Background: an optimization exercise with open tools, aiming at small area, a short achievable clock period and few clock cycles. Do not read the settings as production practice. No functional check of the RTL was part of any run shown here. No activity file was given, so power comes from the tool's default toggle rates.

==> design.v <==
package idct_pkg;
	typedef logic [17:0] sram_addr_t;
	typedef logic [15:0] sram_data_t;
	typedef logic signed [15:0] coef_t;      
	typedef logic signed [31:0] acc_t;       
	typedef logic [7:0] pixel_t;
	typedef logic [5:0] buf_addr_t;          
	typedef enum logic {
		ROW_PASS,
		COL_PASS
	} pass_t;
	localparam int BLOCK_N = 8;
	localparam int ROW_SHIFT = 8;
	localparam int COL_SHIFT = 16;
	function automatic logic signed [11:0] cos_table(input logic [5:0] idx);
		logic signed [11:0] c;
		case (idx)
			6'd0, 6'd1, 6'd2, 6'd3, 6'd4, 6'd5, 6'd6, 6'd7: c = 12'sd1448;
			6'd8: c = 12'sd2008;   6'd9: c = 12'sd1702;   6'd10: c = 12'sd1137;  6'd11: c = 12'sd399;
			6'd12: c = -12'sd399;  6'd13: c = -12'sd1137; 6'd14: c = -12'sd1702; 6'd15: c = -12'sd2008;
			6'd16: c = 12'sd1892;  6'd17: c = 12'sd783;   6'd18: c = -12'sd783;  6'd19: c = -12'sd1892;
			6'd20: c = -12'sd1892; 6'd21: c = -12'sd783;  6'd22: c = 12'sd783;   6'd23: c = 12'sd1892;
			6'd24: c = 12'sd1702;  6'd25: c = -12'sd399;  6'd26: c = -12'sd2008; 6'd27: c = -12'sd1137;
			6'd28: c = 12'sd1137;  6'd29: c = 12'sd2008;  6'd30: c = 12'sd399;   6'd31: c = -12'sd1702;
			6'd32: c = 12'sd1448;  6'd33: c = -12'sd1448; 6'd34: c = -12'sd1448; 6'd35: c = 12'sd1448;
			6'd36: c = 12'sd1448;  6'd37: c = -12'sd1448; 6'd38: c = -12'sd1448; 6'd39: c = 12'sd1448;
			6'd40: c = 12'sd1137;  6'd41: c = -12'sd2008; 6'd42: c = 12'sd399;   6'd43: c = 12'sd1702;
			6'd44: c = -12'sd1702; 6'd45: c = -12'sd399;  6'd46: c = 12'sd2008;  6'd47: c = -12'sd1137;
			6'd48: c = 12'sd783;   6'd49: c = -12'sd1892; 6'd50: c = 12'sd1892;  6'd51: c = -12'sd783;
			6'd52: c = -12'sd783;  6'd53: c = 12'sd1892;  6'd54: c = -12'sd1892; 6'd55: c = 12'sd783;
			6'd56: c = 12'sd399;   6'd57: c = -12'sd1137; 6'd58: c = 12'sd1702;  6'd59: c = -12'sd2008;
			6'd60: c = 12'sd2008;  6'd61: c = -12'sd1702; 6'd62: c = 12'sd1137;  default: c = -12'sd399;
		endcase
		cos_table = c;
	endfunction
endpackage
module idct_top #(
	parameter logic [17:0] IN_BASE = 18'd76800,
	parameter logic [17:0] OUT_BASE = 18'd0
) (
	input logic CLOCK_50,
	input logic Resetn,
	input logic start,
	input logic [15:0] SRAM_read_data,
	output logic [17:0] SRAM_address,
	output logic [15:0] SRAM_write_data,
	output logic we_n,
	output logic done
);
	localparam logic [6:0] C_COL0 = 7'd71;      
	localparam logic [6:0] C_WR0 = 7'd75;       
	localparam logic [6:0] C_LAST = 7'd107;     
	localparam logic [6:0] C_DONE = 7'd108;
	logic busy;
	logic [6:0] cyc;
	logic accept;
	assign accept = start && (!busy || cyc == C_DONE);
	always_ff @(posedge CLOCK_50 or negedge Resetn) begin
		if (!Resetn) begin
			busy <= 1'b0;
			cyc <= '0;
		end else if (!busy || cyc == C_DONE) begin
			busy <= start;
			cyc <= '0;
		end else begin
			cyc <= cyc + 7'd1;
		end
	end
	logic [6:0] nxt, nrel, ncrel;
	logic ld_r, col_r, hi_r;
	logic [1:0] idx_r;
	logic [7:0] insk_r;
	assign nxt = cyc + 7'd1;
	assign nrel = nxt - 7'd12;
	assign ncrel = nxt - C_COL0;
	always_ff @(posedge CLOCK_50) begin
		ld_r <= (nxt[2:0] == 3'd1);
		col_r <= (nxt >= C_COL0);
		idx_r <= (nxt >= C_COL0) ? ncrel[4:3] : (nxt[1:0] - 2'd2);
		hi_r <= nrel[2];
		for (int k = 0; k < 8; k++) insk_r[k] <= (nxt >= 7'd12) && (nxt < 7'd76) && (nrel[5:3] == 3'(k));
	end
	logic signed [15:0] sh [0:6];
	logic signed [15:0] hold [0:7];
	always_ff @(posedge CLOCK_50) begin
		sh[0] <= SRAM_read_data;
		for (int j = 1; j < 7; j++) sh[j] <= sh[j-1];
		if (ld_r) begin
			hold[7] <= SRAM_read_data;
			for (int m = 0; m < 7; m++) hold[m] <= sh[6-m];
		end
	end
	logic signed [21:0] ring [0:7][0:7];
	logic signed [21:0] hi_dly [0:3];
	logic signed [21:0] ins;
	logic [31:0] lo_sum, hi_sum;
	assign ins = hi_r ? hi_dly[3] : lo_sum[29:8];
	always_ff @(posedge CLOCK_50) begin
		hi_dly[0] <= hi_sum[29:8];
		for (int j = 1; j < 4; j++) hi_dly[j] <= hi_dly[j-1];
		for (int k = 0; k < 8; k++) begin
			for (int j = 1; j < 8; j++) ring[k][j] <= ring[k][j-1];
			if (insk_r[k]) ring[k][0] <= ins;
			else ring[k][0] <= ring[k][7];
		end
	end
	logic signed [21:0] v [0:7];
	always_comb begin
		for (int k = 0; k < 8; k++) v[k] = col_r ? ring[k][0] : 22'(hold[k]);
	end
	logic p03;
	logic [21:0] x2;
	logic [21:0] x6;
	logic [21:0] x1;
	logic [21:0] x3;
	logic [21:0] x5;
	logic [21:0] x7;
	logic [22:0] a_d;
	logic [30:0] p783_s, p783_c;
	logic [29:0] p2008_s, p2008_c;
	logic [26:0] p1702_s, p1702_c;
	logic [27:0] p399_s, p399_c;
	logic [22:0] a_q;
	logic [21:0] u2_q;
	logic [30:0] y783_q;
	logic [29:0] y2008_q;
	logic [26:0] y1702_q;
	logic [21:0] x1137_q;
	logic [27:0] y399_q;
	logic [1:0] idx_q;
	logic [31:0] ke;
	logic [31:0] ko;
	logic [31:0] e_s0_0, e_c0_0;
	logic [31:0] e_s0_1, e_c0_1;
	logic [31:0] e_s0_2, e_c0_2;
	logic [31:0] e_s0_3, e_c0_3;
	logic [31:0] e_s1_0, e_c1_0;
	logic [31:0] e_s1_1, e_c1_1;
	logic [31:0] e_s2_0, e_c2_0;
	logic [31:0] e_s2_1, e_c2_1;
	logic [31:0] e_s3_0, e_c3_0;
	logic [31:0] e_s4_0, e_c4_0;
	logic [31:0] o_s0_0, o_c0_0;
	logic [31:0] o_s0_1, o_c0_1;
	logic [31:0] o_s0_2, o_c0_2;
	logic [31:0] o_s1_0, o_c1_0;
	logic [31:0] o_s1_1, o_c1_1;
	logic [31:0] o_s2_0, o_c2_0;
	logic [31:0] o_s2_1, o_c2_1;
	logic [31:0] o_s3_0, o_c3_0;
	logic [31:0] o_s4_0, o_c4_0;
	logic [31:0] es_q, ec_q, os_q, oc_q;
	assign p03 = (idx_r == 2'd0) || (idx_r == 2'd3);
	always_comb begin
		case (idx_r)
			2'd0: x2 = v[2];
			2'd1: x2 = ~v[6];
			2'd2: x2 = v[6];
			default: x2 = ~v[2];
		endcase
	end
	always_comb begin
		case (idx_r)
			2'd0: x6 = v[6];
			2'd1: x6 = v[2];
			2'd2: x6 = ~v[2];
			default: x6 = ~v[6];
		endcase
	end
	always_comb begin
		case (idx_r)
			2'd0: x1 = v[1];
			2'd1: x1 = ~v[5];
			2'd2: x1 = ~v[3];
			default: x1 = ~v[7];
		endcase
	end
	always_comb begin
		case (idx_r)
			2'd0: x3 = v[3];
			2'd1: x3 = v[1];
			2'd2: x3 = v[7];
			default: x3 = v[5];
		endcase
	end
	always_comb begin
		case (idx_r)
			2'd0: x5 = v[5];
			2'd1: x5 = ~v[7];
			2'd2: x5 = v[1];
			default: x5 = ~v[3];
		endcase
	end
	always_comb begin
		case (idx_r)
			2'd0: x7 = v[7];
			2'd1: x7 = ~v[3];
			2'd2: x7 = v[5];
			default: x7 = v[1];
		endcase
	end
	assign a_d = p03 ? (23'($signed(v[0])) + 23'($signed(v[4]))) : (23'($signed(v[0])) - 23'($signed(v[4])));
	assign p783_s = (31'($signed(x6)) << 8) ^ (31'($signed(x6)) << 2) ^ 31'($signed(x6));
	assign p783_c = (((31'($signed(x6)) << 8) & (31'($signed(x6)) << 2)) | ((31'($signed(x6)) << 8) & 31'($signed(x6))) | ((31'($signed(x6)) << 2) & 31'($signed(x6)))) << 1;
	assign p2008_s = ((30'($signed(x1)) << 8) | 30'd5) ^ (30'($signed(~x1)) << 2) ^ 30'($signed(~x1));
	assign p2008_c = ((((30'($signed(x1)) << 8) | 30'd5) & (30'($signed(~x1)) << 2)) | (((30'($signed(x1)) << 8) | 30'd5) & 30'($signed(~x1))) | ((30'($signed(~x1)) << 2) & 30'($signed(~x1)))) << 1;
	assign p1702_s = (27'($signed(x3)) << 4) ^ ((27'($signed(x3)) << 3) | 27'd1) ^ 27'($signed(~x3));
	assign p1702_c = (((27'($signed(x3)) << 4) & ((27'($signed(x3)) << 3) | 27'd1)) | ((27'($signed(x3)) << 4) & 27'($signed(~x3))) | (((27'($signed(x3)) << 3) | 27'd1) & 27'($signed(~x3)))) << 1;
	assign p399_s = ((28'($signed(x7)) << 6) | 28'd8) ^ (28'($signed(~x7)) << 3) ^ 28'($signed(x7));
	assign p399_c = ((((28'($signed(x7)) << 6) | 28'd8) & (28'($signed(~x7)) << 3)) | (((28'($signed(x7)) << 6) | 28'd8) & 28'($signed(x7))) | ((28'($signed(~x7)) << 3) & 28'($signed(x7)))) << 1;
	always_ff @(posedge CLOCK_50) begin
		idx_q <= idx_r;
		a_q <= a_d;
		u2_q <= x2;
		y783_q <= (p783_s + p783_c);
		y2008_q <= (p2008_s + p2008_c);
		y1702_q <= (p1702_s + p1702_c);
		x1137_q <= x5;
		y399_q <= (p399_s + p399_c);
	end
	always_comb begin
		case (idx_q)
			2'd0: ke = 32'd160;
			2'd1: ke = 32'd2052;
			2'd2: ke = 32'd943;
			default: ke = 32'd2835;
		endcase
	end
	always_comb begin
		case (idx_q)
			2'd0: ko = 32'd17;
			2'd1: ko = 32'd3561;
			2'd2: ko = 32'd2025;
			default: ko = 32'd3162;
		endcase
	end
	assign e_s0_0 = (32'($signed(a_q)) << 10) ^ (32'($signed(a_q)) << 8) ^ (32'($signed(a_q)) << 7);
	assign e_c0_0 = (((32'($signed(a_q)) << 10) & (32'($signed(a_q)) << 8)) | ((32'($signed(a_q)) << 10) & (32'($signed(a_q)) << 7)) | ((32'($signed(a_q)) << 8) & (32'($signed(a_q)) << 7))) << 1;
	assign e_s0_1 = (32'($signed(a_q)) << 5) ^ (32'($signed(a_q)) << 3) ^ (32'($signed(u2_q)) << 11);
	assign e_c0_1 = (((32'($signed(a_q)) << 5) & (32'($signed(a_q)) << 3)) | ((32'($signed(a_q)) << 5) & (32'($signed(u2_q)) << 11)) | ((32'($signed(a_q)) << 3) & (32'($signed(u2_q)) << 11))) << 1;
	assign e_s0_2 = (32'($signed(~u2_q)) << 7) ^ (32'($signed(~u2_q)) << 5) ^ (32'($signed(u2_q)) << 2);
	assign e_c0_2 = (((32'($signed(~u2_q)) << 7) & (32'($signed(~u2_q)) << 5)) | ((32'($signed(~u2_q)) << 7) & (32'($signed(u2_q)) << 2)) | ((32'($signed(~u2_q)) << 5) & (32'($signed(u2_q)) << 2))) << 1;
	assign e_s0_3 = (32'($signed(y783_q)) << 1) ^ (32'($signed(y783_q)) << 0) ^ ke;
	assign e_c0_3 = (((32'($signed(y783_q)) << 1) & (32'($signed(y783_q)) << 0)) | ((32'($signed(y783_q)) << 1) & ke) | ((32'($signed(y783_q)) << 0) & ke)) << 1;
	assign e_s1_0 = e_s0_0 ^ e_c0_0 ^ e_s0_1;
	assign e_c1_0 = ((e_s0_0 & e_c0_0) | (e_s0_0 & e_s0_1) | (e_c0_0 & e_s0_1)) << 1;
	assign e_s1_1 = e_c0_1 ^ e_s0_2 ^ e_c0_2;
	assign e_c1_1 = ((e_c0_1 & e_s0_2) | (e_c0_1 & e_c0_2) | (e_s0_2 & e_c0_2)) << 1;
	assign e_s2_0 = e_s1_0 ^ e_c1_0 ^ e_s1_1;
	assign e_c2_0 = ((e_s1_0 & e_c1_0) | (e_s1_0 & e_s1_1) | (e_c1_0 & e_s1_1)) << 1;
	assign e_s2_1 = e_c1_1 ^ e_s0_3 ^ e_c0_3;
	assign e_c2_1 = ((e_c1_1 & e_s0_3) | (e_c1_1 & e_c0_3) | (e_s0_3 & e_c0_3)) << 1;
	assign e_s3_0 = e_s2_0 ^ e_c2_0 ^ e_s2_1;
	assign e_c3_0 = ((e_s2_0 & e_c2_0) | (e_s2_0 & e_s2_1) | (e_c2_0 & e_s2_1)) << 1;
	assign e_s4_0 = e_s3_0 ^ e_c3_0 ^ e_c2_1;
	assign e_c4_0 = ((e_s3_0 & e_c3_0) | (e_s3_0 & e_c2_1) | (e_c3_0 & e_c2_1)) << 1;
	assign o_s0_0 = (32'($signed(y2008_q)) << 3) ^ (32'($signed(y1702_q)) << 6) ^ (32'($signed(y1702_q)) << 3);
	assign o_c0_0 = (((32'($signed(y2008_q)) << 3) & (32'($signed(y1702_q)) << 6)) | ((32'($signed(y2008_q)) << 3) & (32'($signed(y1702_q)) << 3)) | ((32'($signed(y1702_q)) << 6) & (32'($signed(y1702_q)) << 3))) << 1;
	assign o_s0_1 = (32'($signed(y1702_q)) << 1) ^ (32'($signed(x1137_q)) << 10) ^ (32'($signed(x1137_q)) << 7);
	assign o_c0_1 = (((32'($signed(y1702_q)) << 1) & (32'($signed(x1137_q)) << 10)) | ((32'($signed(y1702_q)) << 1) & (32'($signed(x1137_q)) << 7)) | ((32'($signed(x1137_q)) << 10) & (32'($signed(x1137_q)) << 7))) << 1;
	assign o_s0_2 = (32'($signed(~x1137_q)) << 4) ^ (32'($signed(x1137_q)) << 0) ^ (32'($signed(y399_q)) << 3);
	assign o_c0_2 = (((32'($signed(~x1137_q)) << 4) & (32'($signed(x1137_q)) << 0)) | ((32'($signed(~x1137_q)) << 4) & (32'($signed(y399_q)) << 3)) | ((32'($signed(x1137_q)) << 0) & (32'($signed(y399_q)) << 3))) << 1;
	assign o_s1_0 = o_s0_0 ^ o_c0_0 ^ o_s0_1;
	assign o_c1_0 = ((o_s0_0 & o_c0_0) | (o_s0_0 & o_s0_1) | (o_c0_0 & o_s0_1)) << 1;
	assign o_s1_1 = o_c0_1 ^ o_s0_2 ^ o_c0_2;
	assign o_c1_1 = ((o_c0_1 & o_s0_2) | (o_c0_1 & o_c0_2) | (o_s0_2 & o_c0_2)) << 1;
	assign o_s2_0 = o_s1_0 ^ o_c1_0 ^ o_s1_1;
	assign o_c2_0 = ((o_s1_0 & o_c1_0) | (o_s1_0 & o_s1_1) | (o_c1_0 & o_s1_1)) << 1;
	assign o_s2_1 = o_c1_1 ^ (32'($signed(~y399_q)) << 0) ^ ko;
	assign o_c2_1 = ((o_c1_1 & (32'($signed(~y399_q)) << 0)) | (o_c1_1 & ko) | ((32'($signed(~y399_q)) << 0) & ko)) << 1;
	assign o_s3_0 = o_s2_0 ^ o_c2_0 ^ o_s2_1;
	assign o_c3_0 = ((o_s2_0 & o_c2_0) | (o_s2_0 & o_s2_1) | (o_c2_0 & o_s2_1)) << 1;
	assign o_s4_0 = o_s3_0 ^ o_c3_0 ^ o_c2_1;
	assign o_c4_0 = ((o_s3_0 & o_c3_0) | (o_s3_0 & o_c2_1) | (o_c3_0 & o_c2_1)) << 1;
	always_ff @(posedge CLOCK_50) begin
		es_q <= e_s4_0;
		ec_q <= e_c4_0;
		os_q <= o_s4_0;
		oc_q <= o_c4_0;
	end
	logic [31:0] l1s, l1c, l2s, l2c, h1s, h1c, h2s, h2c;
	assign l1s = es_q ^ ec_q ^ os_q;
	assign l1c = ((es_q & ec_q) | (es_q & os_q) | (ec_q & os_q)) << 1;
	assign l2s = l1s ^ l1c ^ oc_q;
	assign l2c = ((l1s & l1c) | (l1s & oc_q) | (l1c & oc_q)) << 1;
	assign h1s = es_q ^ ec_q ^ ~os_q;
	assign h1c = {((es_q[30:0] & ec_q[30:0]) | (es_q[30:0] & ~os_q[30:0]) | (ec_q[30:0] & ~os_q[30:0])), 1'b1};
	assign h2s = h1s ^ h1c ^ ~oc_q;
	assign h2c = {((h1s[30:0] & h1c[30:0]) | (h1s[30:0] & ~oc_q[30:0]) | (h1c[30:0] & ~oc_q[30:0])), 1'b1};
	assign lo_sum = l2s + l2c;
	assign hi_sum = h2s + h2c;
	function automatic logic [7:0] clip(input logic [31:0] s);
		if (s[31]) clip = 8'd0;
		else if (s[30:24] != 7'd0) clip = 8'd255;
		else clip = s[23:16];
	endfunction
	logic [7:0] pix_lo, pix_hi, prev_lo, prev_hi;
	always_ff @(posedge CLOCK_50) begin
		pix_lo <= clip(lo_sum);
		pix_hi <= clip(hi_sum);
		prev_lo <= pix_lo;
		prev_hi <= pix_hi;
	end
	logic [6:0] wrel;         
	logic [2:0] wph;          
	logic [1:0] wlap;
	logic [1:0] cp;
	logic swap;
	logic [15:0] pend_data;
	logic [4:0] pend_addr;
	logic pend;
	assign wrel = cyc - 7'd74;
	assign wlap = wrel[4:3];
	assign wph = wrel[2:0] + 3'd2;
	always_comb begin
		case (wph)
			3'd3: begin cp = 2'd1; swap = 1'b0; end
			3'd5: begin cp = 2'd3; swap = 1'b1; end
			3'd7: begin cp = 2'd2; swap = 1'b1; end
			default: begin cp = 2'd0; swap = 1'b0; end
		endcase
	end
	always_ff @(posedge CLOCK_50) begin
		pend_data <= swap ? {pix_hi, prev_hi} : {prev_hi, pix_hi};
		pend_addr <= {1'b1, ~wlap, cp};        
		if (pend) begin
			SRAM_write_data <= pend_data;
		end else begin
			SRAM_write_data <= swap ? {pix_lo, prev_lo} : {prev_lo, pix_lo};
		end
	end
	always_ff @(posedge CLOCK_50 or negedge Resetn) begin
		if (!Resetn) begin
			SRAM_address <= '0;
			we_n <= 1'b1;
			done <= 1'b0;
			pend <= 1'b0;
		end else begin
			done <= busy && (cyc == C_LAST);
			we_n <= 1'b1;
			pend <= 1'b0;
			if (accept) begin
				SRAM_address <= IN_BASE;
			end else if (busy && cyc < 7'd63) begin
				SRAM_address <= IN_BASE + 18'(cyc + 7'd1);
			end else if (busy && cyc >= C_WR0 && cyc < C_LAST) begin
				we_n <= 1'b0;
				if (wph[0]) begin
					SRAM_address <= OUT_BASE + 18'({1'b0, wlap, cp});
					pend <= 1'b1;
				end else begin
					SRAM_address <= OUT_BASE + 18'(pend_addr);
				end
			end
		end
	end
endmodule
==> run.sh <==
#!/bin/bash
# synth_recipe.tcl (not shown) runs the flow's synth.tcl, then flattens the netlist and writes it again
# the make line also repeats each setting of config.mk as NAME=value (left out here)
make -C /OpenROAD-flow-scripts/flow DESIGN_CONFIG=/design/flow/config.mk WORK_HOME=/design/flow/orfs CLKGATE_MAP_FILE= SYNTH_SCRIPT=/design/flow/synth_recipe.tcl finish
==> config.mk <==
export PLATFORM = sky130hd
export DESIGN_NAME = idct_top
export DESIGN_NICKNAME = idct_top
export VERILOG_FILES = /design/flow/design.v
export SDC_FILE = /design/flow/constraint.sdc
export NUM_CORES = 4
export LEC_CHECK = 0
export CAP_MARGIN = 20
export CORE_MARGIN = 2
export CORE_UTILIZATION = 40
export SLEW_MARGIN = 20
==> constraint.sdc <==
create_clock -name core_clock -period 10.0 [get_ports {CLOCK_50}]
set_input_delay 2.0000 -clock core_clock [delete_from_list [all_inputs] [get_ports {CLOCK_50}]]
set_output_delay 2.0000 -clock core_clock [all_outputs]
set_load 0.01 [all_outputs]
==> flow_metrics.env, run 1 <==
export IMPL_cts_resized=0
export IMPL_dr_first_iter_drc_count=2844
export IMPL_grt_pass1_wl_mm=268
export IMPL_yosysMostFrequentCell="dfxtp_1"
export IMPL_grt_pass1_vias=44300
export IMPL_layout_min_cycle_time_ps=6270
export IMPL_grt_max_degree=202
export IMPL_core_um2=195000
export IMPL_post_synth_cell_area_avg_um2=12.3
export IMPL_finalHoldViolCount=0
export IMPL_clk_path_buf_depth=3
export IMPL_routedWlPerCell_um=19.1
export IMPL_synth_edff_count=128
export IMPL_antenna_found_initial=20
export IMPL_synthFlopType="dfxtp_1"
export IMPL_synthDistinctLibCells=82
export IMPL_drv_cap=0
export IMPL_synth_top_family_by_area="adder cells"
export IMPL_via_per_inst=4.66
export IMPL_slew_limit_headroom_pct=25.6
export IMPL_final_core_util_pct=45.8
export IMPL_synthTopCellsByCount="dfxtp_1 (1996), inv_1 (845), fa_1 (599)"
export IMPL_worstPathArrival_ps=7000
export IMPL_cts_made_buffers=202
export IMPL_htreeDepth=4
export IMPL_yosys_warnings=6
export IMPL_fin_cells=9309
export IMPL_synth_xor_area_share_pct=2.51
export IMPL_synth_area_leaders="dfxtp_1 (51%), fa_1 (15%), ha_1 (5.4%)"
export IMPL_crit_start="idx_r[1]"
export IMPL_start_util_pct=40.2
export IMPL_ys_seq_elements=2144
export IMPL_crit_fanout=55
export IMPL_peakVddDrop_mv=0.153
export IMPL_dieArea_um2=200000
export IMPL_slew_violations=0
export IMPL_setup_viol=0
export IMPL_cts_root_buf="clkbuf_16"
export IMPL_path_clk_slew_ps=70
export IMPL_fin_worst_skew_ps=67.2
export IMPL_ys_seq_area_share_pct=56.5
export IMPL_synth_top_area_share_pct=50.9
export IMPL_syn_area_um2=78500
export IMPL_end_kind="register"
export IMPL_async_reset_ff_share_pct=0.933
export IMPL_status="no timing/DRC/antenna violations"
export IMPL_synth_simple_gate_area_share_pct=4.92
export IMPL_worstHoldStart="ring[19][16]"
export IMPL_cts_tree="yes"
export IMPL_placedCellCount=8923
export IMPL_ant_nets=0
export IMPL_insertion_delay_ps=850
export IMPL_vias=43400
export IMPL_hold_buffers=0
export IMPL_die_y_um=447
export IMPL_worst_pin_slew_ps=1120
export IMPL_p_leak_uw=0.0390
export IMPL_dr_pass1_iters=6
export IMPL_die_width_um=447
export IMPL_post_cts_setup_buffers=0
export IMPL_fmax_mhz=160
export IMPL_fill_cells=17500
export IMPL_drive_above_1_share_pct=8.45
export IMPL_period_share_pct=62.7
export IMPL_powerDensity_nw_per_um2=198
export IMPL_area_growth_pct=14.0
export IMPL_routed_wl_mm=177
export IMPL_drc=0
export IMPL_rsz0062_at_grt="false"
export IMPL_whs_ps=281
export IMPL_fin_total_pwr_uw=17700
export IMPL_yosysTopAreaCell="dfxtp_1"
export IMPL_synth_fa_ha_area_share_pct=20.7
export IMPL_setup_tns_final_ps=0
export IMPL_fin_nets=7462
export IMPL_grt_usage_pct=17.9
export IMPL_io_buffer_count=48
export IMPL_io_pins=55
export IMPL_cp_required_ps=10740
export IMPL_r2r_start="idx_r[1]"
export IMPL_synth_compound_area_share_pct=7.87
export IMPL_synth_cells=6376
export IMPL_place_congestion=0.906
export IMPL_path_class="register to register"
export IMPL_num_rows=162
export IMPL_min_delay_path_class="register to register"
export IMPL_dpl_hpwl_mm=136
export IMPL_muxShareOfSynthArea_pct=2.56
export IMPL_cts_sinks=2144
export IMPL_overflow=0
export IMPL_cp_start_kind="register"
[cells in the final DEF, fill, tap and decap left out, drive strengths merged, types with 57 or more instances in the layout]
master and instances:
xnor2 147, clkinv 59, a211oi 57, fa 599
mux2i 75, nand2 275, nor2 369, clkbuf 268
dfxtp 1996, inv 854, o21a 71, a21o 65
edfxtp 128, xor2 78, mux2 112, a21oi 421
o21ai 133, ha 341
[layer usage]
layer	GRT usage [%]	vias to the layer above	share of wire [%]
li1	-	20800	-
met1	25.8	21300	48
met2	26.8	1056	42
met3	3.55	297	6.1
met4	6.28	0	3.2
met5	0	-	0
[power breakdown]
| part | internal (uW) | switching, uW |
|---|---|---|
| Clock | 4870 | 3350 |
| Sequential | 9120 | 369 |
| Combinational | 17.2 | 11.9 |
[state kept, by name, summed over array words and instances (netlist names), 9 cells and up]
name,flops
y2008_q,29
SRAM_write_data,16
hold,128
a_q,23
SRAM_address,9
y1702_q,27
hi_dly,88
y783_q,31
y399_q,28
es_q,32
pend_data,16
x1137_q,22
oc_q,30
os_q,32
ring,1408
sh,112
ec_q,29
u2_q,22
[logic make-up (layout without fill, tap and decap cells)]
logic type	count (synthesis)	in the layout
flip-flops	2144	2144
AND/OR/NAND/NOR	881	881
buffers and inverters	1016	1312
multiplexers	187	187
XOR/XNOR	225	225
AO/OA/AOI/OAI	982	982
other	1	14
adder cells (fa/ha/maj)	940	940
[final timing paths]
check	endpoint	slack, ps	depth (start not counted)
max reg2reg	y399_q[26]	3730	22
max	y399_q[26]	3730	22
max in group asynchronous	SRAM_address[1]	7770	1
min	ring[20][16]	280	0
min in group asynchronous	cyc[1]	1680	1
min reg2reg	ring[20][16]	280	0
[cell type report]
type,instances,area (um2),share of cell area [%]
antenna,8,20.0,0.0224
clock buffer,268,5820,6.51
clock inverter,110,1580,1.77
inverter,847,3180,3.56
multi-input combinational,3221,30400,34.0
sequential,2144,44300,49.6
tap,2624,3280,3.67
timing repair buffer,87,798,0.893
[per-stage QoR]
step | setup slack [ps] | cell area, um2
6_report | 3730 | 89400
5_1_grt | 3240 | 89400
4_1_cts | 3740 | 89400
3_5_place_dp | 3750 | 82000
3_3_place_gp | 3920 | 82000
2_1_floorplan | 4610 | 78500
[worst max-delay path, cell delays in order, from the launching register on]
cell and delay, ps:
dfxtp_1 370, inv_1 110, ha_2 540, buf_4 600, clkinv_1 470, buf_4 420, o221ai_1 260, o21a_1 240
inv_1 100, ha_1 290, ha_1 170, inv_1 70, fa_1 460, nor2b_1 120, o21ai_0 100, a21boi_0 460
o2111ai_1 220, a31oi_1 350, o211ai_1 170, a31oi_1 250, a21o_1 160, a21oi_1 80, xnor2_1 130
==> run 2, diff against run 1 <==
--- a/design.v
+++ b/design.v
@@ -47,10 +47,12 @@
 	output logic we_n,
 	output logic done
 );
-	localparam logic [6:0] C_COL0 = 7'd71;      
-	localparam logic [6:0] C_WR0 = 7'd75;       
-	localparam logic [6:0] C_LAST = 7'd107;     
-	localparam logic [6:0] C_DONE = 7'd108;
+	localparam logic [6:0] C_HOLD = 7'd9;       
+	localparam logic [6:0] C_INS = 7'd13;       
+	localparam logic [6:0] C_COL0 = 7'd70;      
+	localparam logic [6:0] C_PIX0 = 7'd73;      
+	localparam logic [6:0] C_LAST = 7'd106;     
+	localparam logic [6:0] C_DONE = 7'd107;
 	logic busy;
 	logic [6:0] cyc;
 	logic accept;
@@ -71,14 +73,14 @@
 	logic [1:0] idx_r;
 	logic [7:0] insk_r;
 	assign nxt = cyc + 7'd1;
-	assign nrel = nxt - 7'd12;
+	assign nrel = nxt - C_INS;
 	assign ncrel = nxt - C_COL0;
 	always_ff @(posedge CLOCK_50) begin
-		ld_r <= (nxt[2:0] == 3'd1);
+		ld_r <= (nxt[2:0] == C_HOLD[2:0]);
 		col_r <= (nxt >= C_COL0);
 		idx_r <= (nxt >= C_COL0) ? ncrel[4:3] : (nxt[1:0] - 2'd2);
 		hi_r <= nrel[2];
-		for (int k = 0; k < 8; k++) insk_r[k] <= (nxt >= 7'd12) && (nxt < 7'd76) && (nrel[5:3] == 3'(k));
+		for (int k = 0; k < 8; k++) insk_r[k] <= (nxt >= C_INS) && (nxt < C_INS + 7'd64) && (nrel[5:3] == 3'(k));
 	end
 	logic signed [15:0] sh [0:6];
 	logic signed [15:0] hold [0:7];
@@ -91,19 +93,6 @@
 		end
 	end
 	logic signed [21:0] ring [0:7][0:7];
-	logic signed [21:0] hi_dly [0:3];
-	logic signed [21:0] ins;
-	logic [31:0] lo_sum, hi_sum;
-	assign ins = hi_r ? hi_dly[3] : lo_sum[29:8];
-	always_ff @(posedge CLOCK_50) begin
-		hi_dly[0] <= hi_sum[29:8];
-		for (int j = 1; j < 4; j++) hi_dly[j] <= hi_dly[j-1];
-		for (int k = 0; k < 8; k++) begin
-			for (int j = 1; j < 8; j++) ring[k][j] <= ring[k][j-1];
-			if (insk_r[k]) ring[k][0] <= ins;
-			else ring[k][0] <= ring[k][7];
-		end
-	end
 	logic signed [21:0] v [0:7];
 	always_comb begin
 		for (int k = 0; k < 8; k++) v[k] = col_r ? ring[k][0] : 22'(hold[k]);
@@ -278,7 +267,7 @@
 		os_q <= o_s4_0;
 		oc_q <= o_c4_0;
 	end
-	logic [31:0] l1s, l1c, l2s, l2c, h1s, h1c, h2s, h2c;
+	logic [31:0] l1s, l1c, l2s, l2c, h1s, h1c, h2s, h2c, lo_sum, hi_sum;
 	assign l1s = es_q ^ ec_q ^ os_q;
 	assign l1c = ((es_q & ec_q) | (es_q & os_q) | (ec_q & os_q)) << 1;
 	assign l2s = l1s ^ l1c ^ oc_q;
@@ -289,45 +278,57 @@
 	assign h2c = {((h1s[30:0] & h1c[30:0]) | (h1s[30:0] & ~oc_q[30:0]) | (h1c[30:0] & ~oc_q[30:0])), 1'b1};
 	assign lo_sum = l2s + l2c;
 	assign hi_sum = h2s + h2c;
-	function automatic logic [7:0] clip(input logic [31:0] s);
-		if (s[31]) clip = 8'd0;
-		else if (s[30:24] != 7'd0) clip = 8'd255;
-		else clip = s[23:16];
-	endfunction
-	logic [7:0] pix_lo, pix_hi, prev_lo, prev_hi;
+	logic [23:0] lo_q, hi_q;
 	always_ff @(posedge CLOCK_50) begin
-		pix_lo <= clip(lo_sum);
-		pix_hi <= clip(hi_sum);
-		prev_lo <= pix_lo;
-		prev_hi <= pix_hi;
+		lo_q <= lo_sum[31:8];
+		hi_q <= hi_sum[31:8];
+	end
+	logic signed [21:0] hi_dly [0:3];
+	logic signed [21:0] ins;
+	assign ins = hi_r ? hi_dly[3] : lo_q[21:0];
+	always_ff @(posedge CLOCK_50) begin
+		hi_dly[0] <= hi_q[21:0];
+		for (int j = 1; j < 4; j++) hi_dly[j] <= hi_dly[j-1];
+		for (int k = 0; k < 8; k++) begin
+			for (int j = 1; j < 8; j++) ring[k][j] <= ring[k][j-1];
+			if (insk_r[k]) ring[k][0] <= ins;
+			else ring[k][0] <= ring[k][7];
+		end
 	end
-	logic [6:0] wrel;         
-	logic [2:0] wph;          
+	function automatic logic [7:0] clip(input logic [23:0] s);
+		if (s[23]) clip = 8'd0;
+		else if (s[22:16] != 7'd0) clip = 8'd255;
+		else clip = s[15:8];
+	endfunction
+	logic [7:0] pix_lo, pix_hi, prev_lo, prev_hi;
+	logic [6:0] wrel;
+	logic [2:0] wph;
 	logic [1:0] wlap;
 	logic [1:0] cp;
 	logic swap;
 	logic [15:0] pend_data;
 	logic [4:0] pend_addr;
 	logic pend;
-	assign wrel = cyc - 7'd74;
+	assign pix_lo = clip(lo_q);
+	assign pix_hi = clip(hi_q);
+	assign wrel = cyc - C_PIX0;
 	assign wlap = wrel[4:3];
-	assign wph = wrel[2:0] + 3'd2;
+	assign wph = wrel[2:0];
 	always_comb begin
 		case (wph)
+			3'd1: begin cp = 2'd0; swap = 1'b0; end
 			3'd3: begin cp = 2'd1; swap = 1'b0; end
 			3'd5: begin cp = 2'd3; swap = 1'b1; end
-			3'd7: begin cp = 2'd2; swap = 1'b1; end
-			default: begin cp = 2'd0; swap = 1'b0; end
+			default: begin cp = 2'd2; swap = 1'b1; end
 		endcase
 	end
 	always_ff @(posedge CLOCK_50) begin
+		prev_lo <= pix_lo;
+		prev_hi <= pix_hi;
 		pend_data <= swap ? {pix_hi, prev_hi} : {prev_hi, pix_hi};
 		pend_addr <= {1'b1, ~wlap, cp};        
-		if (pend) begin
-			SRAM_write_data <= pend_data;
-		end else begin
-			SRAM_write_data <= swap ? {pix_lo, prev_lo} : {prev_lo, pix_lo};
-		end
+		if (pend) SRAM_write_data <= pend_data;
+		else SRAM_write_data <= swap ? {pix_lo, prev_lo} : {prev_lo, pix_lo};
 	end
 	always_ff @(posedge CLOCK_50 or negedge Resetn) begin
 		if (!Resetn) begin
@@ -343,7 +344,7 @@
 				SRAM_address <= IN_BASE;
 			end else if (busy && cyc < 7'd63) begin
 				SRAM_address <= IN_BASE + 18'(cyc + 7'd1);
-			end else if (busy && cyc >= C_WR0 && cyc < C_LAST) begin
+			end else if (busy && cyc >= C_PIX0 + 7'd1 && cyc < C_LAST) begin
 				we_n <= 1'b0;
 				if (wph[0]) begin
 					SRAM_address <= OUT_BASE + 18'({1'b0, wlap, cp});
==> flow_metrics.env, run 2 <==
export IMPL_area_growth_pct=13.4
export IMPL_routed_wl_mm=192
export IMPL_layout_top_registers="ring (1408), hold (128), sh (112)"
export IMPL_synth_cells=6448
export IMPL_via_per_inst=4.68
export IMPL_yosysMostFrequentCell="dfxtp_1"
export IMPL_syn_area_um2=79200
export IMPL_cts_root_buf="clkbuf_16"
export IMPL_synthTopCellsByCount="dfxtp_1 (2028), inv_1 (854), fa_1 (582)"
export IMPL_setup_tns_final_ps=0
export IMPL_largest_reg_flops=1408
export IMPL_htreeDepth=4
export IMPL_core_um2=197000
export IMPL_placedCellCount=9018
export IMPL_antenna_found_initial=20
export IMPL_grt_use_met1_pct=26.0
export IMPL_p_leak_uw=0.0391
export IMPL_cts_sinks=2176
export IMPL_num_rows=163
export IMPL_worstPathArrival_ps=6890
export IMPL_dpl_worst_slack_ps=3930
export IMPL_synth_compound_area_share_pct=8.04
export IMPL_dr_pass1_iters=6
export IMPL_synthDistinctLibCells=92
export IMPL_status="no timing/DRC/antenna violations"
export IMPL_final_common_cell="dfxtp_1"
export IMPL_ys_seq_area_share_pct=56.8
export IMPL_r2r_start="idx_r[1]"
export IMPL_path_clk_slew_ps=70
export IMPL_rsz0062_at_grt="false"
export IMPL_dpl_hpwl_mm=147
export IMPL_setup_viol=0
export IMPL_synth_top_area_share_pct=51.3
export IMPL_powerDensity_nw_per_um2=200
export IMPL_layout_min_cycle_time_ps=6200
export IMPL_slew_violations=0
export IMPL_yosys_warnings=6
export IMPL_fin_ws_ps=3800
export IMPL_grt_usage_pct=19.2
export IMPL_muxShareOfSynthArea_pct=2.59
export IMPL_regMostFlops="ring"
export IMPL_synth_xor_area_share_pct=2.75
export IMPL_fin_total_pwr_uw=18000
export IMPL_hold_buffers=0
export IMPL_vias=44000
export IMPL_grt_max_degree=114
export IMPL_cts_tree="yes"
export IMPL_yosysTopAreaCell="dfxtp_1"
export IMPL_post_cts_setup_buffers=0
export IMPL_period_share_pct=62.0
export IMPL_drc=0
export IMPL_fin_cells=9402
export IMPL_io_buffer_count=48
export IMPL_clk_path_buf_depth=3
export IMPL_grt_pass1_vias=45100
export IMPL_worst_hold_path_endpoint="ring[11][1]"
export IMPL_use_met2_pct=30.9
export IMPL_synth_simple_gate_area_share_pct=4.75
export IMPL_ys_seq_elements=2176
export IMPL_overflow=0
export IMPL_die_width_um=449
export IMPL_place_congestion=0.897
export IMPL_cp_start_kind="register"
export IMPL_finalHoldViolCount=0
export IMPL_grt_pass1_wl_mm=287
export IMPL_fin_worst_skew_ps=71.5
export IMPL_final_cell_mix="dfxtp_1 (2018), inv_1 (854), fa_1 (582)"
export IMPL_worst_pin_slew_ps=1060
export IMPL_r2r_end="y2008_q[28]"
export IMPL_dr_first_iter_drc_count=3008
export IMPL_grt_busiest_layer="met2"
export IMPL_final_core_util_pct=45.6
export IMPL_cts_made_buffers=202
export IMPL_drive_above_1_share_pct=7.80
export IMPL_synth_fa_ha_area_share_pct=20.1
export IMPL_peakVddDrop_mv=0.173
export IMPL_post_synth_cell_area_avg_um2=12.3
export IMPL_reg2reg_depth=20
export IMPL_async_reset_ff_share_pct=0.919
export IMPL_fill_cells=17800
export IMPL_end_kind="register"
export IMPL_synth_edff_count=128
export IMPL_path_class="register to register"
export IMPL_cts_resized=0
export IMPL_dieArea_um2=201000
export IMPL_worstHoldStart="ring[10][1]"
export IMPL_routedWlPerCell_um=20.5
export IMPL_insertion_delay_ps=860
export IMPL_ant_nets=0
export IMPL_drv_cap=0
export IMPL_min_delay_path_class="register to register"
export IMPL_fin_nets=7521
export IMPL_regToRegSetupSlack_ps=3800
export IMPL_cp_required_ps=10690
export IMPL_fmax_mhz=161
export IMPL_synth_area_leaders="dfxtp_1 (51%), fa_1 (15%), ha_1 (5.3%)"
export IMPL_whs_path_depth=0
export IMPL_die_y_um=449
export IMPL_slew_limit_headroom_pct=29.0
export IMPL_use_met3_pct=2.94
export IMPL_io_pins=55
export IMPL_synth_top_family_by_area="adder cells"
export IMPL_start_util_pct=40.2
export IMPL_crit_fanout=35
export IMPL_synthFlopType="dfxtp_1"
==> run 2: cell types whose count changed after synthesis, sizes merged, moves of 13 or more <==
cell and delta:
clkbuf -14, nand2 -64, o221ai -15, fa -17, dfxtp +32, mux2 -26
o22ai +13, a21oi +30, mux2i +32, o21a -20, buf +13, nor2 +53
xnor2 +29
==> run 2: worst max-delay path by stage <==
stage | startpoint | endpoint | slack, ps
final | idx_r[1] | y2008_q[28] | 3800
after detailed placement | idx_r[0] | y2008_q[28] | 3930
after global placement | col_r | a_q[21] | 4040
after CTS | idx_r[0] | y2008_q[28] | 3820
after floorplan | col_r | a_q[21] | 4870
after global routing | idx_r[0] | y2008_q[28] | 3470
==> run 2: area by class of cell <==
class | count | area [um2] | area share [%]
diodes | 6 | 15.0 | 0.0167
clock buffers | 288 | 5750 | 6.40
clock inverters | 90 | 1250 | 1.39
inverters | 857 | 3220 | 3.58
multi-input cells | 3252 | 30400 | 33.9
flip-flops and latches | 2176 | 45000 | 50.1
well taps | 2640 | 3300 | 3.68
repair buffers | 93 | 831 | 0.925
==> run 2: logic make-up (layout without fill, tap and decap cells) <==
kind of cell | count (synthesis) | after routing
fa+ha+maj | 924 | 924
simple gates | 861 | 861
other cells | 1 | 12
mux | 193 | 193
buf+inv | 1025 | 1328
compound gates | 1019 | 1019
flops | 2176 | 2176
xor+xnor | 249 | 249
==> run 2: routing by layer <==
layer	vias up	share of wire, %
met2	1005	46
met1	21600	46
li1	21100	-
met4	2	3.8
met5	-	0.0068
met3	277	4.4
==> run 2: report_power, final <==
part | switching [uW] | internal (uW)
clock network | 3360 | 4520
registers | 139 | 9250
logic | 554 | 168
==> run 2: through the flow <==
stage	hold slack, ps	cell area (um2)
6_report	267	89800
3_3_place_gp	310	82700
3_5_place_dp	312	82800
5_1_grt	260	89800
2_1_floorplan	310	79200
4_1_cts	260	89800
==> run 2: critical path, stage by stage (launching register included) <==
cell      delay, ps
dfxtp_1         470
inv_1           130
ha_2            180
buf_4           240
inv_1           600
buf_4           490
o22ai_1         120
o31ai_1         750
inv_1           200
fa_1            530
inv_1            40
ha_1            370
o21a_1          220
o21ai_0         200
o32ai_1         160
a311o_1         410
a311oi_2        340
o21ai_1         140
o21ai_0         180
nand2b_1         90
xnor2_1         130
==> run 3, diff against run 2 <==
--- a/config.mk
+++ b/config.mk
@@ -8,4 +8,5 @@
 export CAP_MARGIN = 20
 export CORE_MARGIN = 2
 export CORE_UTILIZATION = 40
+export SETUP_SLACK_MARGIN = 5
 export SLEW_MARGIN = 20
==> flow_metrics.env, run 3 <==
export IMPL_status="no timing/DRC/antenna violations"
export IMPL_fill_cells=17800
export IMPL_p_sw_uw=4080
export IMPL_routed_wl_met3_mm=8.69
export IMPL_vias=44400
export IMPL_regToRegSetupSlack_ps=5050
export IMPL_whs_ps=294
export IMPL_layout_top_registers="ring (1408), hold (128), sh (112)"
export IMPL_slew_violations=0
export IMPL_fin_worst_skew_ps=54.6
export IMPL_die_width_um=449
export IMPL_post_synth_cell_area_avg_um2=12.3
export IMPL_layout_min_cycle_time_ps=4950
export IMPL_worst_hold_path_endpoint="ring[51][17]"
export IMPL_drc=0
export IMPL_die_y_um=449
export IMPL_syn_area_um2=79200
export IMPL_rsz0062_at_grt="true"
export IMPL_synthDistinctLibCells=92
export IMPL_finalHoldViolCount=0
export IMPL_fin_ws_ps=5050
export IMPL_slew_limit_headroom_pct=28.8
export IMPL_fin_nets=7558
export IMPL_r2r_end="y2008_q[28]"
export IMPL_clk_path_buf_depth=3
export IMPL_drive_above_1_share_pct=9.73
export IMPL_crit_fanout=15
export IMPL_grt_pass1_wl_mm=290
export IMPL_path_clk_slew_ps=60
export IMPL_cts_made_buffers=203
export IMPL_synth_area_leaders="dfxtp_1 (51%), fa_1 (15%), ha_1 (5.3%)"
export IMPL_ys_seq_area_share_pct=56.8
export IMPL_end_kind="register"
export IMPL_final_core_util_pct=46.2
export IMPL_via_per_inst=4.70
export IMPL_regArea_um2=45000
export IMPL_antenna_found_initial=24
export IMPL_final_cell_mix="dfxtp_1 (2016), inv_1 (852), fa_1 (582)"
export IMPL_yosysTopAreaCell="dfxtp_1"
export IMPL_dpl_worst_slack_ps=4110
export IMPL_peakVddDrop_mv=0.187
export IMPL_path_class="register to register"
export IMPL_dr_wl_met2_mm=89.6
export IMPL_yosys_warnings=6
export IMPL_htreeDepth=4
export IMPL_dr_pass1_iters=6
export IMPL_worstPathArrival_ps=5680
export IMPL_fin_cells=9442
export IMPL_io_buffer_count=48
export IMPL_comb_power_share_pct=3.9
export IMPL_dr_first_iter_drc_count=3039
export IMPL_dpl_hpwl_mm=148
export IMPL_setup_tns_final_ps=0
export IMPL_min_delay_path_class="register to register"
export IMPL_fmax_mhz=202
export IMPL_r2r_start="col_r"
export IMPL_synthTopCellsByCount="dfxtp_1 (2028), inv_1 (854), fa_1 (582)"
export IMPL_synth_top_area_share_pct=51.3
export IMPL_power_internal_uw=14100
export IMPL_cp_required_ps=10740
export IMPL_worstHoldStart="ring[50][17]"
export IMPL_setup_viol=0
export IMPL_highest_layer="met5"
export IMPL_hold_buffers=0
export IMPL_reg2reg_depth=18
export IMPL_routed_wl_mm=196
export IMPL_num_rows=163
export IMPL_regMostFlops="ring"
export IMPL_synth_edff_count=128
export IMPL_placedCellCount=9022
export IMPL_period_share_pct=49.5
export IMPL_p_leak_uw=0.0397
export IMPL_cp_start_kind="register"
export IMPL_grt_usage_pct=19.4
export IMPL_grt_pass1_vias=45300
export IMPL_synth_cells=6448
export IMPL_core_um2=197000
export IMPL_start_util_pct=40.2
export IMPL_io_pins=55
export IMPL_dieArea_um2=201000
export IMPL_insertion_delay_ps=860
export IMPL_cts_tree="yes"
export IMPL_async_reset_ff_share_pct=0.919
export IMPL_wirelength_met1_mm=89.0
export IMPL_final_common_cell="dfxtp_1"
export IMPL_ant_nets=0
export IMPL_switching_share_pct=22.4
export IMPL_yosysMostFrequentCell="dfxtp_1"
export IMPL_drv_cap=0
export IMPL_ys_seq_elements=2176
export IMPL_largest_reg_flops=1408
export IMPL_power_frac_seq_pct=51.6
export IMPL_whs_path_depth=0
export IMPL_synthFlopType="dfxtp_1"
export IMPL_cts_root_buf="clkbuf_16"
export IMPL_multiInputGateArea_um2=30800
export IMPL_clkPwrFrac_pct=44.5
export IMPL_powerDensity_nw_per_um2=200
export IMPL_grt_max_degree=96
export IMPL_area_growth_pct=14.9
export IMPL_worst_pin_slew_ps=1050
export IMPL_cts_sinks=2176
export IMPL_overflow=0
export IMPL_routedWlPerCell_um=20.7
export IMPL_place_congestion=0.914
-- run 3: cell counts after synthesis --
No cell type changed its count.
-- run 3: cells by family after synthesis --
family / Yosys count / share of synthesized area [%]
mux: 193 / 2.59
compound gates: 1019 / 8.04
xor+xnor: 249 / 2.75
simple gates: 861 / 4.75
buf+inv: 1025 / 4.98
other cells: 1 / 0.00474
flops: 2176 / 56.8
fa+ha+maj: 924 / 20.1
-- run 3: power groups by stage --
stage / clock network (uW) / registers, uW / logic, uW
after floorplan: 0 / 9510 / 242
after global placement: 0 / 9560 / 713
after detailed placement: 0 / 9570 / 732
after CTS: 8250 / 9390 / 740
after global routing: 8600 / 9420 / 763
final: 8080 / 9380 / 707
-- run 3: repair_timing --
action,CTS,global route
gates cloned,2,3
hold endpoints to repair,0,0
endpoints found under the setup margin,70,39
gates resized for setup,46,78
buffers inserted,10,16
pin swaps,0,8
-- run 3: metal layers --
layer  track usage, %  up-vias
met3             3.01      298
met2             31.6     1013
met1             26.1    21900
li1                 -    21200
met4             7.62        4
met5                0        -
-- run 3: layout make-up --
class / instances / share of cell area (%)
inverter: 857 / 3.55
clock inverter: 100 / 1.43
timing repair buffer: 129 / 1.50
sequential: 2176 / 49.4
tap: 2640 / 3.63
antenna: 6 / 0.0165
multi-input combinational: 3252 / 33.9
clock buffer: 282 / 6.56
-- run 3: worst max-delay path by stage --
stage                        start          end  slack [ps]  cells after the start
after detailed placement     col_r  y2008_q[28]        4110                     17
after floorplan              col_r      a_q[21]        5040                     25
final                        col_r  y2008_q[28]        5050                     18
after CTS                    col_r  y2008_q[28]        4990                     17
after global placement       col_r  y2008_q[28]        4110                     17
after global routing      idx_r[0]   y399_q[27]        4850                     22
-- run 3: metrics by stage --
stage	total power, uW	area [um2]
floorplan	9760	79200
detailed placement	10300	82800
CTS	18400	90400
global route	18800	91000
finish	18200	91000
global placement	10300	82700
-- run 3: critical path, cell delays in order, from the launching register on --
cell       delay, ps
dfxtp_4          520
buf_4            190
buf_16           200
mux2i_2          350
a22oi_1          130
o21ai_0          100
o21a_1           330
inv_1            160
fa_1             550
inv_1             40
ha_1             250
a2111oi_1        460
o32ai_1          230
a311o_1          410
a311oi_2         330
o21ai_1          150
o21ai_0          160
nand2b_1         100
xnor2_1          130
==> run 4, diff against run 3 <==
==> flow/run.sh (new file) <==
#!/bin/bash
# The standard layout, with timing repair aiming at a 3.7 ns clock (setup
# margin 6.3 ns on the design's 10 ns clock); the constraints are unchanged.
set -euo pipefail
bash standard.sh SETUP_SLACK_MARGIN=6.3 finish > standard.log 2>&1
==> standard.sh (new file) <==
#!/bin/bash
# synth_recipe.tcl (not shown) runs the flow's synth.tcl, then flattens the netlist and writes it again
# the make line also repeats each setting of config.mk as NAME=value (left out here)
make -C /OpenROAD-flow-scripts/flow DESIGN_CONFIG=/design/flow/config.mk WORK_HOME=/design/flow/orfs CLKGATE_MAP_FILE= SYNTH_SCRIPT=/design/flow/synth_recipe.tcl "${@:-finish}"
--- a/config.mk
+++ b/config.mk
@@ -8,5 +8,4 @@
 export CAP_MARGIN = 20
 export CORE_MARGIN = 2
 export CORE_UTILIZATION = 40
-export SETUP_SLACK_MARGIN = 5
 export SLEW_MARGIN = 20
removed: run.sh
==> flow_metrics.env, run 4 <==
export IMPL_p_leak_uw=0.0422
export IMPL_finalHoldViolCount=0
export IMPL_fmax_mhz=215
export IMPL_drive_above_1_share_pct=20.6
export IMPL_ys_seq_area_share_pct=56.8
export IMPL_antenna_found_initial=24
export IMPL_synth_top_area_share_pct=51.3
export IMPL_regMostFlops="ring"
export IMPL_status="no timing/DRC/antenna violations"
export IMPL_yosys_warnings=6
export IMPL_io_buffer_count=48
export IMPL_htreeDepth=4
export IMPL_die_y_um=449
export IMPL_rsz0062_at_grt="true"
export IMPL_post_synth_cell_area_avg_um2=12.3
export IMPL_die_width_um=449
export IMPL_grt_max_degree=89
export IMPL_num_rows=163
export IMPL_worst_pin_slew_ps=1030
export IMPL_synth_area_leaders="dfxtp_1 (51%), fa_1 (15%), ha_1 (5.3%)"
export IMPL_slew_limit_headroom_pct=30.1
export IMPL_cts_root_buf="clkbuf_16"
export IMPL_grt_usage_pct=20.2
export IMPL_routed_wl_mm=206
export IMPL_path_class="register to register"
export IMPL_insertion_delay_ps=870
export IMPL_cp_required_ps=10730
export IMPL_synth_xor_area_share_pct=2.75
export IMPL_ys_seq_elements=2176
export IMPL_setup_tns_final_ps=0
export IMPL_yosysTopAreaCell="dfxtp_1"
export IMPL_dieArea_um2=201000
export IMPL_grt_pass1_wl_mm=303
export IMPL_crit_fanout=6
export IMPL_drc=0
export IMPL_yosysMostFrequentCell="dfxtp_1"
export IMPL_synthTopCellsByCount="dfxtp_1 (2028), inv_1 (854), fa_1 (582)"
export IMPL_routedWlPerCell_um=21.1
export IMPL_via_per_inst=4.77
export IMPL_async_reset_ff_share_pct=0.919
export IMPL_drv_cap=0
export IMPL_dr_pass1_iters=6
export IMPL_dpl_hpwl_mm=147
export IMPL_syn_area_um2=79200
export IMPL_synth_cells=6448
export IMPL_layout_min_cycle_time_ps=4660
export IMPL_io_pins=55
export IMPL_vias=46600
export IMPL_synthFlopType="dfxtp_1"
export IMPL_min_delay_path_class="register to register"
export IMPL_dr_first_iter_drc_count=3136
export IMPL_synth_top_family_by_area="adder cells"
export IMPL_overflow=0
export IMPL_cp_start_kind="register"
export IMPL_peakVddDrop_mv=0.161
export IMPL_layout_top_registers="ring (1408), hold (128), sh (112)"
export IMPL_cts_sinks=2176
export IMPL_core_um2=197000
export IMPL_setup_viol=0
export IMPL_cts_made_buffers=206
export IMPL_cts_tree="yes"
export IMPL_place_congestion=0.905
export IMPL_path_clk_slew_ps=70
export IMPL_ant_nets=0
export IMPL_powerDensity_nw_per_um2=189
export IMPL_fill_cells=17200
export IMPL_slew_violations=0
export IMPL_area_growth_pct=23.1
export IMPL_end_kind="register"
export IMPL_fin_worst_skew_ps=68.2
export IMPL_start_util_pct=40.2
export IMPL_final_common_cell="dfxtp_1"
export IMPL_grt_pass1_vias=47600
export IMPL_worstPathArrival_ps=5400
export IMPL_synth_edff_count=128
export IMPL_dpl_worst_slack_ps=4170
export IMPL_synth_simple_gate_area_share_pct=4.75
export IMPL_largest_reg_flops=1408
export IMPL_synthDistinctLibCells=92
export IMPL_period_share_pct=46.6
export IMPL_clk_path_buf_depth=3
export IMPL_muxShareOfSynthArea_pct=2.59
export IMPL_fin_nets=7896
export IMPL_fin_ws_ps=5340
export IMPL_synth_compound_area_share_pct=8.04
export IMPL_synth_fa_ha_area_share_pct=20.1
export IMPL_final_cell_mix="dfxtp_1 (1998), inv_1 (797), fa_1 (576)"
==> run 4: routing by layer <==
metal | share of wire, % | track usage [%]
met5 | 0 | 0
met3 | 5.2 | 3.17
met1 | 44 | 26.9
met4 | 4.7 | 8.60
met2 | 46 | 32.6
==> run 4: final cells by class <==
type | count | area [um2] | share of cell area [%]
clock buffers | 281 | 5970 | 6.13
repair buffers | 463 | 4650 | 4.77
diodes | 10 | 25.0 | 0.0257
clock inverters | 105 | 1430 | 1.47
flip-flops and latches | 2176 | 45000 | 46.2
repair inverters | 1 | 8.76 | 0.00899
inverters | 857 | 3260 | 3.35
multi-input cells | 3252 | 33800 | 34.7
well taps | 2640 | 3300 | 3.39
==> run 4: per-stage QoR <==
step	power, uW	cells	instance area (um2)	util [%]	hold slack, ps
4_1_cts	18600	9643	95000	48.2	271
2_1_floorplan	9760	6453	79900	-	310
6_report	18400	9785	97500	49.5	270
5_1_grt	19000	9776	97500	49.5	284
3_3_place_gp	10300	9019	83300	42.3	310
3_5_place_dp	10300	9019	83300	42.3	312
==> run 4: worst max-delay path, cell delays in order (launching register included) <==
cell,delay [ps]
dfxtp_4,350
buf_12,150
buf_16,150
buf_4,130
mux2_4,330
a222oi_1,290
mux2i_1,170
inv_1,110
ha_1,260
xnor2_2,190
ha_4,240
a21oi_2,130
o21bai_1,80
a21o_1,180
a211o_1,330
a311oi_4,360
a31oi_4,140
or4_4,440
a31o_1,200
a21oi_2,150
xnor2_1,120
==> run 4: kinds of logic after synthesis <==
| family | after synthesis |
|---|---|
| simple gates | 861 |
| compound gates | 1019 |
| flops | 2176 |
| buf+inv | 1025 |
| xor+xnor | 249 |
| other cells | 1 |
| mux | 193 |
| fa+ha+maj | 924 |
==> run 4: repair_timing <==
action | CTS | global route
hold buffers | 0 | 0
buffers inserted | 222 | 128
gates resized for setup | 496 | 320
pin swaps | 155 | 210
cloned | 16 | 3
setup endpoints to repair | 172 | 133
==> run 4: path summary, 6_finish.rpt <==
kind	from	endpoint	depth (start not counted)	slack, ps
max in group asynchronous	Resetn	SRAM_address[13]	1	7770
hold reg to reg	ring[49][17]	ring[50][17]	0	270
min in group asynchronous	Resetn	SRAM_address[5]	1	1670
setup reg to reg	col_r	y399_q[27]	20	5340
setup / recovery	col_r	y399_q[27]	20	5340
hold / removal	ring[49][17]	ring[50][17]	0	270
==> run 4: power breakdown <==
| part | internal, uW | switching [uW] |
|---|---|---|
| clock | 4810 | 3470 |
| combinational | 174 | 563 |
| sequential | 9240 | 141 |

==> what the ideal ports hide <==
No port has a modelled driver above. Below, the same layouts with a new extraction and two added sets of constraints.
Step 1 (the two cells are an assumption about what drives the block):
set clk [get_ports {CLOCK_50}]
set_driving_cell -lib_cell sky130_fd_sc_hd__clkbuf_16 $clk
set_driving_cell -lib_cell sky130_fd_sc_hd__buf_2 [delete_from_list [all_inputs] $clk]
Step 2, shift: input delay + t, output delay - t, t = (earliest + latest rising clock arrival at the registers) / 2. This alone moves slack from input paths to output paths.
Three values: no drivers, after step 1, after step 2; two values: the first two.
run	t (ns)	setup slack, ns	clock arrival spread, ns	cell pins on the clock port's net
run 1	0.897	3.734 / 3.734 / 3.734	0.068 / 0.068	1
run 2	0.899	3.799 / 3.799 / 3.799	0.072 / 0.071	1
run 3	0.916	5.055 / 5.055 / 5.055	0.055 / 0.056	1
run 4	0.921	5.339 / 5.339 / 5.339	0.069 / 0.069	1
After both steps every run listed still meets setup and hold.
